What follows belongs to an exercise in optimizing a design on an open flow for small area, a short achievable clock period and few clock cycles; a production flow would make more cautious choices.
In this exercise RTL edits were held to simulation tests only and were not proved equivalent to the original.
No activity file was given, so power comes from the tool's default toggle rates.

==> juniper <==
==> flow/design.v (excerpt) <==
module shell_top (
    input  logic        aclk,
    input  logic        aresetn,
    input  logic        req_valid_i,
    input  logic [56:0] req_i,
    output logic        req_ready_o,
    output logic        rsp_valid_o,
    output logic [33:0] rsp_o,
    input  logic        rsp_ready_i,
    output logic [15:0] irq_o,
    output logic        finish_o
);
==> module shell_top, before the edit <==
module shell_top (
    input  logic        aclk,
    input  logic        aresetn,
    input  logic        req_valid_i,
    input  logic [56:0] req_i,
    output logic        req_ready_o,
    output logic        rsp_valid_o,
    output logic [33:0] rsp_o,
    input  logic        rsp_ready_i,
    output logic [15:0] irq_o,
    output logic        finish_o
);
    logic [19:0] addr;
    logic        wr;
    logic [31:0] wdata;
    logic [3:0]  wstrb;
    logic [3:0]  idx;
    assign addr  = req_i[56:37];
    assign wr    = req_i[36];
    assign wdata = req_i[35:4];
    assign wstrb = req_i[3:0];
    assign idx   = addr[5:2];
    localparam logic [31:0] HARD0 = 32'h0000_FFFF;   
    localparam logic [31:0] HARD1 = 32'h0000_0001;   
    logic        rsp_valid_q;
    logic        rsp_idle_q;     
    logic        rsp_free;       
    logic [33:0] rsp_q;
    logic        decouple_q;
    logic [31:0] blocked_cnt_q;
    logic        blocked_inc_q;
    logic [31:0] blocked_cnt;    
    logic [15:0] vld_q;
    logic [31:0] dat_q [16];
    logic        accept;
    logic        in_emu, in_mgmt, ofs_ctrl, ofs_blk;
    logic        emu_ok, emu_blk;
    logic [15:0] row;            
    logic [31:0] rdata;
    logic [1:0]  resp;
    assign in_emu   = (addr[19:18] == 2'b00);
    assign in_mgmt  = (addr[19:16] == 4'h5);
    assign ofs_ctrl = in_mgmt && (addr[15:0] == 16'h0000);
    assign ofs_blk  = in_mgmt && (addr[15:0] == 16'h0004);
    assign emu_ok   = in_emu && !decouple_q;
    assign emu_blk  = in_emu && decouple_q;
    for (genvar i = 0; i < 16; i++) begin : g_row
        assign row[i] = emu_ok && (idx == i);
    end
    assign req_ready_o = rsp_idle_q || rsp_ready_i;
    assign rsp_free    = !rsp_valid_q || rsp_ready_i;
    assign accept      = req_valid_i && rsp_free;
    assign rsp_valid_o = rsp_valid_q;
    assign rsp_o       = rsp_q;
    always_comb begin
        rdata = {31'b0, ofs_ctrl && decouple_q} | ({32{ofs_blk}} & blocked_cnt);
        for (int i = 0; i < 16; i++) begin
            for (int k = 0; k < 32; k++) begin
                if ((i == 0 && HARD0[k]) || (i == 1 && HARD1[k]))
                    rdata[k] = rdata[k] | (row[i] && dat_q[i][k]);
                else
                    rdata[k] = rdata[k] | (row[i] && vld_q[i] && dat_q[i][k]);
            end
        end
    end
    assign resp[1] = !(emu_ok || ofs_ctrl || ofs_blk);
    assign resp[0] = !(in_emu || in_mgmt);
    always_ff @(posedge aclk or negedge aresetn) begin
        if (!aresetn) begin
            rsp_valid_q <= 1'b0;
            rsp_idle_q  <= 1'b1;
        end else if (rsp_free) begin
            rsp_valid_q <= req_valid_i;
            rsp_idle_q  <= !req_valid_i;
        end
    end
    always_ff @(posedge aclk) begin
        if (rsp_free)
            rsp_q <= {rdata, resp};
    end
    assign blocked_cnt = blocked_cnt_q + {31'b0, blocked_inc_q};
    always_ff @(posedge aclk or negedge aresetn) begin
        if (!aresetn) begin
            decouple_q    <= 1'b0;
            blocked_inc_q <= 1'b0;
            blocked_cnt_q <= '0;
        end else begin
            if (accept && ofs_ctrl && wr && wstrb[0])
                decouple_q <= wdata[0];
            blocked_inc_q <= accept && emu_blk;
            blocked_cnt_q <= blocked_cnt;
        end
    end
    logic [31:0] wmask;
    logic [31:0] wval;
    logic [15:0] wrow;
    for (genvar b = 0; b < 4; b++) begin : g_mask
        assign wmask[8*b +: 8] = {8{wstrb[b]}};
    end
    assign wval = wdata & wmask;
    assign wrow = row & {16{accept && wr}};
    always_ff @(posedge aclk or negedge aresetn) begin
        if (!aresetn)
            vld_q <= '0;
        else
            vld_q <= vld_q | wrow;
    end
    for (genvar i = 0; i < 16; i++) begin : g_reg
        for (genvar k = 0; k < 32; k++) begin : g_bit
            if ((i == 0 && HARD0[k]) || (i == 1 && HARD1[k])) begin : g_hard
                always_ff @(posedge aclk or negedge aresetn) begin
                    if (!aresetn)
                        dat_q[i][k] <= 1'b0;
                    else if (wrow[i] && wstrb[k/8])
                        dat_q[i][k] <= wdata[k];
                end
            end else begin : g_soft
                always_ff @(posedge aclk) begin
                    if (wrow[i] && (wstrb[k/8] || !vld_q[i]))
                        dat_q[i][k] <= wval[k];
                end
            end
        end
    end
    assign irq_o    = dat_q[0][15:0];
    assign finish_o = dat_q[1][0];
endmodule
export LEC_CHECK = 0
export CAP_MARGIN = 20
export CORE_MARGIN = 2
export CORE_UTILIZATION = 40
export PLACE_DENSITY = 0.6
export SETUP_SLACK_MARGIN = 2.3
export SLEW_MARGIN = 20
create_clock -name core_clock -period 5.0 [get_ports {aclk}]
standard.sh (not shown) runs the stock make flow with config.mk's settings and CLKGATE_MAP_FILE= SYNTH_SCRIPT=/design/flow/synth_recipe.tcl, a recipe that flattens the netlist after the stock synthesis.
==> flow/flow/run.sh <==
#!/bin/bash
# The standard layout, with plain buffers (not delay cells) on the ports
# and no dummy loads in the clock tree.
set -euo pipefail
export BUFFER_PORTS_ARGS="-buffer_cell sky130_fd_sc_hd__buf_2"
export CTS_ARGS="-sink_clustering_enable -repair_clock_nets -dont_use_dummy_load"
bash standard.sh > standard.log 2>&1
==> quartz: changes against juniper <==
==> flow/flow/run.sh (replaced) <==
#!/bin/bash
# The standard layout, with plain buffers (not delay cells) on the ports
# and a clock tree of smaller buffers without dummy loads.
set -euo pipefail
export BUFFER_PORTS_ARGS="-buffer_cell sky130_fd_sc_hd__buf_2"
export CTS_ARGS="-sink_clustering_enable -repair_clock_nets -dont_use_dummy_load -buf_list {sky130_fd_sc_hd__clkbuf_8} -sink_clustering_size 16 -sink_clustering_max_diameter 60"
bash standard.sh > standard.log 2>&1
- CORE_UTILIZATION: 40 -> 55
- PLACE_DENSITY: 0.6 -> 0.75
- SETUP_SLACK_MARGIN: 2.3 -> 2.5
==> zinc: changes against juniper <==
--- a/flow/design.v
+++ b/flow/design.v
@@ -46,6 +46,66 @@
 endpackage
 `default_nettype wire
 `default_nettype none
+module shell_decode (
+    input  logic [19:0] addr,
+    input  logic        decouple,
+    input  logic [15:0] vld,
+    output logic        in_emu,
+    output logic        in_mgmt,
+    output logic        ofs_ctrl,
+    output logic        ofs_blk,
+    output logic        emu_ok,
+    output logic        emu_blk,
+    output logic [15:0] row,        
+    output logic [15:0] sel_soft,   
+    output logic [15:0] sel_lo,     
+    output logic [15:0] sel_b0      
+);
+    assign in_emu   = (addr[19:18] == 2'b00);
+    assign in_mgmt  = (addr[19:16] == 4'h5);
+    assign ofs_ctrl = in_mgmt && (addr[15:0] == 16'h0000);
+    assign ofs_blk  = in_mgmt && (addr[15:0] == 16'h0004);
+    assign emu_ok   = in_emu && !decouple;
+    assign emu_blk  = in_emu && decouple;
+    for (genvar i = 0; i < 16; i++) begin : g_row
+        assign row[i] = emu_ok && (addr[5:2] == i);
+    end
+    assign sel_soft = row & vld;
+    assign sel_lo   = row & (vld | 16'h0001);
+    assign sel_b0   = row & (vld | 16'h0003);
+endmodule
+`default_nettype wire
+`default_nettype none
+module shell_read (
+    input  logic [15:0]  sel_soft,
+    input  logic [15:0]  sel_lo,
+    input  logic [15:0]  sel_b0,
+    input  logic [511:0] regs,       
+    input  logic         sel_cnt,
+    input  logic [31:0]  cnt,
+    input  logic         ctrl_bit,   
+    output logic [31:0]  rdata
+);
+    for (genvar k = 0; k < 32; k++) begin : g_bit
+        logic [15:0] col;
+        logic [15:0] sel;
+        for (genvar i = 0; i < 16; i++) begin : g_col
+            assign col[i] = regs[32*i + k];
+        end
+        if (k == 0)
+            assign sel = sel_b0;
+        else if (k < 16)
+            assign sel = sel_lo;
+        else
+            assign sel = sel_soft;
+        if (k == 0)
+            assign rdata[k] = (|(col & sel)) | (sel_cnt & cnt[k]) | ctrl_bit;
+        else
+            assign rdata[k] = (|(col & sel)) | (sel_cnt & cnt[k]);
+    end
+endmodule
+`default_nettype wire
+`default_nettype none
 module shell_top (
     input  logic        aclk,
     input  logic        aresetn,
@@ -84,33 +144,43 @@
     logic        in_emu, in_mgmt, ofs_ctrl, ofs_blk;
     logic        emu_ok, emu_blk;
     logic [15:0] row;            
+    logic [15:0] sel_soft, sel_lo, sel_b0;
+    logic [511:0] regs_flat;
     logic [31:0] rdata;
     logic [1:0]  resp;
-    assign in_emu   = (addr[19:18] == 2'b00);
-    assign in_mgmt  = (addr[19:16] == 4'h5);
-    assign ofs_ctrl = in_mgmt && (addr[15:0] == 16'h0000);
-    assign ofs_blk  = in_mgmt && (addr[15:0] == 16'h0004);
-    assign emu_ok   = in_emu && !decouple_q;
-    assign emu_blk  = in_emu && decouple_q;
-    for (genvar i = 0; i < 16; i++) begin : g_row
-        assign row[i] = emu_ok && (idx == i);
-    end
+    shell_decode u_decode (
+        .addr     (addr),
+        .decouple (decouple_q),
+        .vld      (vld_q),
+        .in_emu   (in_emu),
+        .in_mgmt  (in_mgmt),
+        .ofs_ctrl (ofs_ctrl),
+        .ofs_blk  (ofs_blk),
+        .emu_ok   (emu_ok),
+        .emu_blk  (emu_blk),
+        .row      (row),
+        .sel_soft (sel_soft),
+        .sel_lo   (sel_lo),
+        .sel_b0   (sel_b0)
+    );
     assign req_ready_o = rsp_idle_q || rsp_ready_i;
     assign rsp_free    = !rsp_valid_q || rsp_ready_i;
     assign accept      = req_valid_i && rsp_free;
     assign rsp_valid_o = rsp_valid_q;
     assign rsp_o       = rsp_q;
-    always_comb begin
-        rdata = {31'b0, ofs_ctrl && decouple_q} | ({32{ofs_blk}} & blocked_cnt);
-        for (int i = 0; i < 16; i++) begin
-            for (int k = 0; k < 32; k++) begin
-                if ((i == 0 && HARD0[k]) || (i == 1 && HARD1[k]))
-                    rdata[k] = rdata[k] | (row[i] && dat_q[i][k]);
-                else
-                    rdata[k] = rdata[k] | (row[i] && vld_q[i] && dat_q[i][k]);
-            end
-        end
-    end
+    for (genvar i = 0; i < 16; i++) begin : g_flat
+        assign regs_flat[32*i +: 32] = dat_q[i];
+    end
+    shell_read u_read (
+        .sel_soft (sel_soft),
+        .sel_lo   (sel_lo),
+        .sel_b0   (sel_b0),
+        .regs     (regs_flat),
+        .sel_cnt  (ofs_blk),
+        .cnt      (blocked_cnt),
+        .ctrl_bit (ofs_ctrl && decouple_q),
+        .rdata    (rdata)
+    );
     assign resp[1] = !(emu_ok || ofs_ctrl || ofs_blk);
     assign resp[0] = !(in_emu || in_mgmt);
     always_ff @(posedge aclk or negedge aresetn) begin
==> flow/flow/run.sh (replaced) <==
#!/bin/bash
# The standard layout, with plain buffers (not delay cells) on the ports
# and a clock tree of smaller buffers without dummy loads.
set -euo pipefail
export BUFFER_PORTS_ARGS="-buffer_cell sky130_fd_sc_hd__buf_2"
export CTS_ARGS="-sink_clustering_enable -repair_clock_nets -dont_use_dummy_load -buf_list {sky130_fd_sc_hd__clkbuf_8} -sink_clustering_size 16 -sink_clustering_max_diameter 60"
export REMOVE_ABC_BUFFERS=1
bash standard.sh > standard.log 2>&1
- SETUP_SLACK_MARGIN: 2.3 -> 2.5
- SYNTH_HIERARCHICAL: default -> 1
- SYNTH_MINIMUM_KEEP_SIZE: default -> 0
==> notes.md <==
quantity	quartz	juniper	zinc
Clkbuf count	46	61	44
Part of the power in registers	64.8%	55.0%	68.8%
Die width	214 um	250 um	244 um
Number of fill cells in the layout	2962	5111	4865
Run status	no timing/DRC/antenna violations	no timing/DRC/antenna violations	no timing/DRC/antenna violations
Arrival time reported for the critical path endpoint	2940 ps	3190 ps	2920 ps
Seq group	0.00553 W	0.00555 W	0.00553 W
Post-synthesis compound-gate area fraction	12.8%	12.8%	11.1%
Share of layout cells above drive strength 1	25.4%	24.2%	25.6%
Final Cell Area	0.0279 mm^2	0.0285 mm^2	0.0260 mm^2
Maximum single-stage delay on the critical path	670 ps	670 ps	590 ps
Power in the clock group	0.00233 W	0.00388 W	0.00226 W
Highest ir drop seen on vdd	0.259 mV	0.240 mV	0.164 mV
Worst setup path startpoint	vld_q[11]	req_i[40]	req_i[56]
Normalized max-slew margin	26.2%	29.2%	21.0%
Final critical path time including I/O delays and setup	2560 ps	2790 ps	2650 ps
Share of total power consumed by net switching	24.0%	22.8%	21.2%
Number of nets in the finished design	1809	1809	1587
Number of standard-cell rows in the floorplan	76	90	87
Count of buffers added by post-CTS timing repair for setup	25	16	9
Flop-to-flop setup slack	2440 ps	2290 ps	2460 ps
Met3 Wirelength	12.6 mm	9.44 mm	5.50 mm
Buffer cell driving the clock tree root	clkbuf_8	clkbuf_16	clkbuf_8
Testbench counts of juniper, summed over its fixed seeds: cycles 2,408.
Testbench counts of quartz, summed over its fixed seeds: cycles 2,408.
Testbench counts of zinc, summed over its fixed seeds: cycles 2,408.

-- re-timing with driven ports --
The flow's constraints put no driver on any port. The routed layouts listed below were extracted and timed again, unchanged, in two steps.
Step 1: set_driving_cell puts a clkbuf_16 on aclk and a buf_2 on each other input, an assumption about the parent block.
Step 2 moves the port delays by t, midway between the first and last clock arrival at a register: inputs arrive t later, outputs are due t later. That takes back most of the time a late clock gives input paths.
Slacks: ideal / step 1 / step 2; pairs: ideal / step 1.
run | shift t [ns] | setup WS [ns] | worst setup path at the end | latest minus earliest clock arrival (ns) | worst data-port slew with drivers (ns)
juniper | 0.684 | 2.207 / 2.194 / 1.509 | input to register | 0.039 / 0.039 | 0.09
quartz | 0.683 | 2.440 / 2.373 / 1.690 | input to register | 0.059 / 0.058 | 0.20
zinc | 0.684 | 2.353 / 2.383 / 1.699 | input to register | 0.048 / 0.048 | 0.06
After both steps setup and hold are still met in every run listed. The setup slack of quartz, which loses most, moves by -0.067 ns with the drivers and by -0.750 ns with both steps.
